From an optimization exercise on the open Yosys and OpenROAD flow, aimed at small area; shortcuts taken in it are not production practice.
At most, simulation tests tie the RTL to the original design; equivalence was not proved.
The clock input has no modelled driver; a real chip could not lean on it and would need a root buffer or a full tree.
No activity file was given, so power comes from the tool's default toggle rates.

==> module ts_pes_reassembler_core, before the edit <==
module ts_pes_reassembler_core
(
    input  logic                clk,
    input  logic                rst_n,
    input  logic                ts_valid,
    output logic                ts_stall,
    input  logic [7:0]   ts_byte,
    output logic                pes_valid,
    input  logic                pes_stall,
    output logic [7:0]   pes_byte,
    output logic                pes_end,
    output logic [7:0]   pes_stream_id,
    output logic [15:0]         pes_total_length
);
    logic [7:0]  pos_reg;       
    logic        open_reg;      
    logic [15:0] left_reg;      
    logic [7:0]  sid_reg;
    logic [15:0] tot_reg;       
    logic        accept, taking, owed, hold, push, pop, clear;
    logic        at4, at5, at6, at7, at8, at9, past3, in_hdr;
    logic        cand, cand_next;
    logic        q_not_empty, q_full, q_one;
    logic [7:0]  pos_flip;
    logic        pos_wrap;
    logic [15:0] left_flip, tot_flip;
    logic        load_hi, load_lo;
    assign at4    = (pos_reg == POS_BASE + 8'd4);
    assign at5    = (pos_reg == POS_BASE + 8'd5);
    assign at6    = (pos_reg == POS_BASE + 8'd6);
    assign at7    = (pos_reg == POS_BASE + 8'd7);
    assign at8    = (pos_reg == POS_BASE + 8'd8);
    assign at9    = (pos_reg == POS_BASE + 8'd9);
    assign past3  = (pos_reg >= POS_BASE + 8'd4);
    assign in_hdr = (pos_reg >= POS_BASE + 8'd5) && (pos_reg <= POS_BASE + 8'd9);
    assign taking = open_reg && (left_reg != 16'hffff);
    assign cand   = !open_reg && q_not_empty;
    assign owed   = open_reg && (left_reg == 16'hffff);
    assign hold   = cand && in_hdr && !(at9 && ts_valid);
    assign ts_stall = (q_full && pes_stall) || (at4 && owed && (pes_stall || !q_one));
    assign accept   = ts_valid && !ts_stall;
    always_comb
    begin
        if (at4)
            cand_next = !taking && (ts_byte == 8'h00);
        else if (at5)
            cand_next = cand && (ts_byte == 8'h00);
        else if (at6)
            cand_next = cand && (ts_byte == 8'h01);
        else
            cand_next = cand;
    end
    assign push    = accept && ((cand_next && (at4 || in_hdr)) || (taking && past3));
    assign clear   = accept && cand && (at5 || at6) && !cand_next;
    assign load_hi = accept && cand && at8;
    assign load_lo = accept && cand && at9;
    always_comb
    begin
        logic t;
        t = accept;
        for (int i = 0; i < 8; i++)
        begin
            pos_flip[i] = t;
            t = t && pos_reg[i];
        end
        pos_wrap = t;
        t = accept && taking && past3;
        for (int i = 0; i < 8; i++)
        begin
            left_flip[i] = t;
            t = t && left_reg[i];
        end
        t = accept && taking && past3 && (left_reg[7:0] == 8'hff);
        for (int i = 8; i < 16; i++)
        begin
            left_flip[i] = t;
            t = t && left_reg[i];
        end
        t = push;
        for (int i = 0; i < 8; i++)
        begin
            tot_flip[i] = t;
            t = t && tot_reg[i];
        end
        t = push && (tot_reg[7:0] == 8'hff);
        for (int i = 8; i < 16; i++)
        begin
            tot_flip[i] = t;
            t = t && tot_reg[i];
        end
    end
    always_ff @(posedge clk)
    begin
        if (accept)
        begin
            if (cand && at7)
                sid_reg <= ts_byte;
        end
        left_reg[15:8] <= load_hi ? ~ts_byte : (left_reg[15:8] ^ left_flip[15:8]);
        left_reg[7:0]  <= load_lo ? ~ts_byte : (left_reg[7:0] ^ left_flip[7:0]);
        tot_reg <= (accept && cand && at7) ? 16'd4 : (tot_reg ^ tot_flip);
    end
    always_ff @(posedge clk or negedge rst_n)
    begin
        if (!rst_n)
        begin
            pos_reg  <= POS_BASE;
            open_reg <= 1'b0;
        end
        else
        begin
            pos_reg <= (pos_reg ^ pos_flip) | (POS_BASE & {8{pos_wrap}});
            if (load_lo)
                open_reg <= 1'b1;
            else if (pes_end && !pes_stall)
                open_reg <= 1'b0;
        end
    end
    assign pop = pes_valid && !pes_stall;
    tspes_beat_fifo u_fifo
    (
        .clk       (clk),
        .rst_n     (rst_n),
        .push      (push),
        .din       (ts_byte),
        .pop       (pop),
        .clear     (clear),
        .head      (pes_byte),
        .not_empty (q_not_empty),
        .full      (q_full),
        .one       (q_one)
    );
    assign pes_valid        = q_not_empty && !hold;
    assign pes_end          = owed && q_one;
    assign pes_stream_id    = pes_end ? sid_reg : 8'd0;
    assign pes_total_length = pes_end ? tot_reg : 16'd0;
endmodule
clock: 6.5 ns
lec_check: 0
cap_margin: 0
cell_pad_in_sites_detail_placement: 0
cell_pad_in_sites_global_placement: 0
core_margin: 2
core_utilization: 60
cts_buf_list: sky130_fd_sc_hd__clkbuf_8
gpl_timing_driven: 0
place_density: 0.75
slew_margin: 0
standard.sh (not shown) runs the stock make flow with config.mk's settings and CLKGATE_MAP_FILE= SYNTH_SCRIPT=/design/flow/synth_recipe.tcl, a recipe that flattens the netlist after the stock synthesis.
==> flow/flow/run.sh <==
#!/bin/bash
# The standard layout, with three changes: after floorplan the combinational
# logic is re-mapped for area by OpenROAD's restructure; the ports are
# buffered by the smallest buffer (sky130_fd_sc_hd__buf_1); and the clock
# port drives a few clock buffers directly, one per group of registers
# (flow/clock_groups.tcl), instead of TritonCTS's two-level tree.
set -euo pipefail
here=$(pwd)
mkdir -p "$here/rsz"
python3 flow/liberty_keep.py "$FLOW_HOME/platforms/sky130hd/lib/sky130_fd_sc_hd__tt_025C_1v80.lib" \
    "$here/rsz/keep.lib" \
    "sky130_fd_sc_hd__probe_p_8 sky130_fd_sc_hd__probec_p_8 sky130_fd_sc_hd__lpflow_*" \
    > liberty_keep.log 2>&1
export RSZ_LIB="$here/rsz/keep.lib"
export RSZ_DIR="$here/rsz"
bash standard.sh "POST_FLOORPLAN_TCL=$here/flow/restructure.tcl" \
    "BUFFER_PORTS_ARGS=-buffer_cell sky130_fd_sc_hd__buf_1" \
    "PRE_CTS_TCL=$here/flow/clock_groups.tcl" finish > flow_make.log 2>&1
Other scripts of this flow, unchanged in this note and not shown: flow/flow/clock_groups.tcl, flow/flow/liberty_keep.py, flow/flow/restructure.tcl
==> next run, changes <==
--- a/flow/design.v
+++ b/flow/design.v
@@ -133,31 +133,31 @@
             t = t && left_reg[i];
         end
         t = push;
         for (int i = 0; i < 8; i++)
         begin
             tot_flip[i] = t;
-            t = t && tot_reg[i];
+            t = t && !tot_reg[i];
         end
-        t = push && (tot_reg[7:0] == 8'hff);
+        t = push && (tot_reg[7:0] == 8'h00);
         for (int i = 8; i < 16; i++)
         begin
             tot_flip[i] = t;
-            t = t && tot_reg[i];
+            t = t && !tot_reg[i];
         end
     end
     always_ff @(posedge clk)
     begin
         if (accept)
         begin
             if (cand && at7)
                 sid_reg <= ts_byte;
         end
         left_reg[15:8] <= load_hi ? ~ts_byte : (left_reg[15:8] ^ left_flip[15:8]);
         left_reg[7:0]  <= load_lo ? ~ts_byte : (left_reg[7:0] ^ left_flip[7:0]);
-        tot_reg <= (accept && cand && at7) ? 16'd4 : (tot_reg ^ tot_flip);
+        tot_reg <= (accept && cand && at7) ? ~16'd4 : (tot_reg ^ tot_flip);
     end
     always_ff @(posedge clk or negedge rst_n)
     begin
         if (!rst_n)
         begin
             pos_reg  <= POS_BASE;
@@ -186,8 +186,8 @@
         .full      (q_full),
         .one       (q_one)
     );
     assign pes_valid        = q_not_empty && !hold;
     assign pes_end          = owed && q_one;
     assign pes_stream_id    = pes_end ? sid_reg : 8'd0;
-    assign pes_total_length = pes_end ? tot_reg : 16'd0;
+    assign pes_total_length = pes_end ? ~tot_reg : 16'd0;
 endmodule
=> Synthesized cell count came out higher by a few percent; setup slack gets worse by 100 ps; sequential share of layout area came out higher by 0.38 points; hold slack gets better by 17 ps; power came out higher by a little under a tenth; routed wire length came out higher slightly; sequential cell count does not change; fmax came out lower slightly; final cell count came out lower slightly; area after synthesis came out lower slightly; core utilization came out higher by 2.1 points; register-to-register slack gets worse by 260 ps; first-iteration DRC count came out higher by a little under a tenth.
No run of this note takes its clock network from TritonCTS; it comes from the design's own scripts or RTL.

========
main:
The RTL this note starts from:
==> flow/design.v <==
package tspes_pkg;
    localparam int PACKET_BYTES = 188;
    localparam logic [7:0] POS_BASE = 8'(256 - PACKET_BYTES);
endpackage
module tspes_beat_fifo
(
    input  logic        clk,
    input  logic        rst_n,
    input  logic        push,
    input  logic [7:0]  din,
    input  logic        pop,
    input  logic        clear,
    output logic [7:0]  head,
    output logic        not_empty,
    output logic        full,
    output logic        one
);
    logic [7:0] mem_reg [1:5];
    logic [2:0] count_reg;
    logic [5:1] at;
    assign at[1] = !count_reg[1] &&  count_reg[0];
    assign at[2] = !count_reg[2] &&  count_reg[1];
    assign at[3] =  count_reg[2] &&  count_reg[0];
    assign at[4] =  count_reg[1] && !count_reg[0];
    assign at[5] =  count_reg[2] && !count_reg[1];
    assign not_empty = count_reg[2] || count_reg[0];
    assign full      = at[5];
    assign one       = at[1];
    always_comb
    begin
        head = '0;
        for (int i = 1; i <= 5; i++)
            head = head | ({8{at[i]}} & mem_reg[i]);
    end
    always_ff @(posedge clk)
    begin
        if (push)
        begin
            mem_reg[1] <= din;
            for (int i = 2; i <= 5; i++)
                mem_reg[i] <= mem_reg[i-1];
        end
    end
    always_ff @(posedge clk or negedge rst_n)
    begin
        if (!rst_n)
            count_reg <= '0;
        else if (clear)
            count_reg <= '0;
        else if (push && !pop)
            count_reg <= {count_reg[1:0], !count_reg[2]};
        else if (pop && !push)
            count_reg <= {!count_reg[0], count_reg[2:1]};
    end
endmodule
import tspes_pkg::*;
module ts_pes_reassembler_core
(
    input  logic                clk,
    input  logic                rst_n,
    input  logic                ts_valid,
    output logic                ts_stall,
    input  logic [7:0]   ts_byte,
    output logic                pes_valid,
    input  logic                pes_stall,
    output logic [7:0]   pes_byte,
    output logic                pes_end,
    output logic [7:0]   pes_stream_id,
    output logic [15:0]         pes_total_length
);
    logic [7:0]  pos_reg;       
    logic        open_reg;      
    logic [15:0] left_reg;      
    logic [7:0]  sid_reg;
    logic [15:0] tot_reg;       
    logic        push_reg;      
    logic        accept, taking, owed, hold, push, pop, clear;
    logic        at4, at5, at6, at7, at8, at9, past3, in_hdr;
    logic        cand, cand_next;
    logic        q_not_empty, q_full, q_one;
    logic [7:0]  pos_flip;
    logic        pos_wrap;
    logic [15:0] left_flip, tot_flip;
    logic        load_hi, load_lo;
    assign at4    = (pos_reg == POS_BASE + 8'd4);
    assign at5    = (pos_reg == POS_BASE + 8'd5);
    assign at6    = (pos_reg == POS_BASE + 8'd6);
    assign at7    = (pos_reg == POS_BASE + 8'd7);
    assign at8    = (pos_reg == POS_BASE + 8'd8);
    assign at9    = (pos_reg == POS_BASE + 8'd9);
    assign past3  = (pos_reg >= POS_BASE + 8'd4);
    assign in_hdr = (pos_reg >= POS_BASE + 8'd5) && (pos_reg <= POS_BASE + 8'd9);
    assign taking = open_reg && (left_reg != '0);
    assign cand   = !open_reg && q_not_empty;
    assign owed   = open_reg && (left_reg == '0);
    assign hold   = cand && in_hdr && !(at9 && ts_valid);
    assign ts_stall = (q_full && pes_stall) || (at4 && owed && (pes_stall || !q_one));
    assign accept   = ts_valid && !ts_stall;
    always_comb
    begin
        if (at4)
            cand_next = !taking && (ts_byte == 8'h00);
        else if (at5)
            cand_next = cand && (ts_byte == 8'h00);
        else if (at6)
            cand_next = cand && (ts_byte == 8'h01);
        else
            cand_next = cand;
    end
    assign push    = accept && ((cand_next && (at4 || in_hdr)) || (taking && past3));
    assign clear   = accept && cand && (at5 || at6) && !cand_next;
    assign load_hi = accept && cand && at8;
    assign load_lo = accept && cand && at9;
    always_comb
    begin
        logic t;
        t = accept;
        for (int i = 0; i < 8; i++)
        begin
            pos_flip[i] = t;
            t = t && pos_reg[i];
        end
        pos_wrap = t;
        t = accept && taking && past3;
        for (int i = 0; i < 8; i++)
        begin
            left_flip[i] = t;
            t = t && !left_reg[i];
        end
        t = accept && taking && past3 && (left_reg[7:0] == 8'd0);
        for (int i = 8; i < 16; i++)
        begin
            left_flip[i] = t;
            t = t && !left_reg[i];
        end
        t = push_reg;
        for (int i = 0; i < 8; i++)
        begin
            tot_flip[i] = t;
            t = t && tot_reg[i];
        end
        t = push_reg && (tot_reg[7:0] == 8'hff);
        for (int i = 8; i < 16; i++)
        begin
            tot_flip[i] = t;
            t = t && tot_reg[i];
        end
    end
    always_ff @(posedge clk)
    begin
        if (accept)
        begin
            if (cand && at7)
                sid_reg <= ts_byte;
        end
        left_reg[15:8] <= load_hi ? ts_byte : (left_reg[15:8] ^ left_flip[15:8]);
        left_reg[7:0]  <= load_lo ? ts_byte : (left_reg[7:0] ^ left_flip[7:0]);
        push_reg <= push;
        tot_reg  <= (accept && cand && at7) ? 16'd3 : (tot_reg ^ tot_flip);
    end
    always_ff @(posedge clk or negedge rst_n)
    begin
        if (!rst_n)
        begin
            pos_reg  <= POS_BASE;
            open_reg <= 1'b0;
        end
        else
        begin
            pos_reg <= (pos_reg ^ pos_flip) | (POS_BASE & {8{pos_wrap}});
            if (load_lo)
                open_reg <= 1'b1;
            else if (pes_end && pop)
                open_reg <= 1'b0;
        end
    end
    assign pop = pes_valid && !pes_stall;
    tspes_beat_fifo u_fifo
    (
        .clk       (clk),
        .rst_n     (rst_n),
        .push      (push),
        .din       (ts_byte),
        .pop       (pop),
        .clear     (clear),
        .head      (pes_byte),
        .not_empty (q_not_empty),
        .full      (q_full),
        .one       (q_one)
    );
    assign pes_valid        = q_not_empty && !hold && !(owed && q_one && push_reg);
    assign pes_end          = owed && q_one;
    assign pes_stream_id    = pes_end ? sid_reg : 8'd0;
    assign pes_total_length = pes_end ? tot_reg : 16'd0;
endmodule
Settings: LEC_CHECK=0, CAP_MARGIN=0, CELL_PAD_IN_SITES_DETAIL_PLACEMENT=0, CELL_PAD_IN_SITES_GLOBAL_PLACEMENT=0, CORE_MARGIN=2, CORE_UTILIZATION=60, CTS_BUF_LIST=sky130_fd_sc_hd__clkbuf_8, GPL_TIMING_DRIVEN=0, PLACE_DENSITY=0.75, SLEW_MARGIN=0; clock period 6.5 ns.
Scripts as last shown in full above: flow/flow/run.sh
Other scripts of this flow, unchanged in this note and not shown: flow/flow/clock_groups.tcl, flow/flow/liberty_keep.py, flow/flow/restructure.tcl
The flow did not stop early for main: all stages ran, and the layout cleared the timing, DRC and antenna checks.
Relative to main, the following input files were edited for the feature branch:
-- flow/design.v --
<<< main, line 18
    logic [7:0] mem_reg [1:5];
    logic [2:0] count_reg;
    logic [5:1] at;
    assign at[1] = !count_reg[1] &&  count_reg[0];
    assign at[2] = !count_reg[2] &&  count_reg[1];
    assign at[3] =  count_reg[2] &&  count_reg[0];
    assign at[4] =  count_reg[1] && !count_reg[0];
    assign at[5] =  count_reg[2] && !count_reg[1];
    assign not_empty = count_reg[2] || count_reg[0];
    assign full      = at[5];
    assign one       = at[1];
    always_comb
    begin
        head = '0;
        for (int i = 1; i <= 5; i++)
            head = head | ({8{at[i]}} & mem_reg[i]);
    end
    always_ff @(posedge clk)
>>> the feature branch, line 18
    logic [7:0] mem_reg [1:5];
    logic [2:0] count_reg;
    assign not_empty = (count_reg != 3'd0);
    assign full      = (count_reg == 3'd5);
    assign one       = (count_reg == 3'd1);
    always_comb
    begin
        head = '0;
        for (int i = 1; i <= 5; i++)
            head = head | ({8{count_reg == 3'(i)}} & mem_reg[i]);
    end
    always_ff @(posedge clk)
<<< main, line 49
            count_reg <= '0;
        else if (push && !pop)
            count_reg <= {count_reg[1:0], !count_reg[2]};
        else if (pop && !push)
            count_reg <= {!count_reg[0], count_reg[2:1]};
    end
endmodule
>>> the feature branch, line 43
            count_reg <= '0;
        else if (push && !pop)
            count_reg <= count_reg + 3'd1;
        else if (pop && !push)
            count_reg <= count_reg - 3'd1;
    end
endmodule
<<< main, line 74
    logic [7:0]  sid_reg;
    logic [15:0] tot_reg;       
    logic        push_reg;      
    logic        accept, taking, owed, hold, push, pop, clear;
    logic        at4, at5, at6, at7, at8, at9, past3, in_hdr;
>>> the feature branch, line 68
    logic [7:0]  sid_reg;
    logic [15:0] tot_reg;       
    logic        accept, taking, owed, hold, push, pop, clear;
    logic        at4, at5, at6, at7, at8, at9, past3, in_hdr;
<<< main, line 134
            t = t && !left_reg[i];
        end
        t = push_reg;
        for (int i = 0; i < 8; i++)
        begin
>>> the feature branch, line 127
            t = t && !left_reg[i];
        end
        t = push;
        for (int i = 0; i < 8; i++)
        begin
<<< main, line 140
            t = t && tot_reg[i];
        end
        t = push_reg && (tot_reg[7:0] == 8'hff);
        for (int i = 8; i < 16; i++)
        begin
>>> the feature branch, line 133
            t = t && tot_reg[i];
        end
        t = push && (tot_reg[7:0] == 8'hff);
        for (int i = 8; i < 16; i++)
        begin
<<< main, line 156
        left_reg[15:8] <= load_hi ? ts_byte : (left_reg[15:8] ^ left_flip[15:8]);
        left_reg[7:0]  <= load_lo ? ts_byte : (left_reg[7:0] ^ left_flip[7:0]);
        push_reg <= push;
        tot_reg  <= (accept && cand && at7) ? 16'd3 : (tot_reg ^ tot_flip);
    end
    always_ff @(posedge clk or negedge rst_n)
>>> the feature branch, line 149
        left_reg[15:8] <= load_hi ? ts_byte : (left_reg[15:8] ^ left_flip[15:8]);
        left_reg[7:0]  <= load_lo ? ts_byte : (left_reg[7:0] ^ left_flip[7:0]);
        tot_reg <= (accept && cand && at7) ? 16'd4 : (tot_reg ^ tot_flip);
    end
    always_ff @(posedge clk or negedge rst_n)
<<< main, line 171
            if (load_lo)
                open_reg <= 1'b1;
            else if (pes_end && pop)
                open_reg <= 1'b0;
        end
>>> the feature branch, line 163
            if (load_lo)
                open_reg <= 1'b1;
            else if (pes_end && !pes_stall)
                open_reg <= 1'b0;
        end
<<< main, line 189
        .one       (q_one)
    );
    assign pes_valid        = q_not_empty && !hold && !(owed && q_one && push_reg);
    assign pes_end          = owed && q_one;
    assign pes_stream_id    = pes_end ? sid_reg : 8'd0;
>>> the feature branch, line 181
        .one       (q_one)
    );
    assign pes_valid        = q_not_empty && !hold;
    assign pes_end          = owed && q_one;
    assign pes_stream_id    = pes_end ? sid_reg : 8'd0;
Notes after the runs:
- On total iterations of the first detailed-routing run: between the feature branch and main, it ends up lower for main.
- Of the feature branch and main, the higher amount of wire on met3 after detailed routing belongs to the feature branch.
- Row final area: the feature branch higher / main lower
- The feature branch against main: worst hold slack after final layout moved up; global-route wire length before repair moved up; slew at the pin closest to its max-slew limit moved up; power consumption moved up.
- Fmax | the feature branch vs main | the feature branch slower
- Higher sequential cell count among the feature branch and main: main
- When the final numbers for the feature branch and main were put side by side, the register bit count reported by yosys turned out to be greater in main.
- Sort the feature branch and main by portion of total power attributed to combinational logic desc -> top: the feature branch
- Inverter count of the layout excluding clock inverters for the feature branch is lower than for main.
No run of this note included a check of the RTL's function; only the layout flow was run. In every run of this note, the design's own scripts or RTL, not TritonCTS, make the clock network.

[port drivers added, routing unchanged]
How much do the figures lean on ideal ports? The routed layouts below were timed once more, with nothing changed but the port constraints.
Step 1, drivers: a clkbuf_16 drives clk and a buf_2 each remaining input, both assumed.
Step 2 moves the port delays by t, midway between the first and last clock arrival at a register: inputs arrive t later, outputs are due t later. That takes back most of the time a late clock gives input paths.
Slacks: no drivers / after step 1 / after step 2; pairs: no drivers / after step 1.
run | shift t [ns] | setup slack, ns | latest minus earliest clock arrival (ns) | cell pins on the clock port's net
the first run of note 1 | 0.207 | 0.561 / 0.603 / 0.396 | 0.009 / 0.008 | 3
the second run of note 1 | 0.212 | 0.461 / 0.509 / 0.297 | 0.003 / 0.003 | 3
main | 0.232 | 1.920 / 1.855 / 1.937 | 0.013 / 0.014 | 3
the feature branch | 0.233 | 0.393 / 0.437 / 0.204 | 0.010 / 0.010 | 3
After both steps every run listed still meets setup and hold. For the feature branch, which loses most, drivers alone change the setup slack by +0.044 ns; drivers and shift together by -0.189 ns.
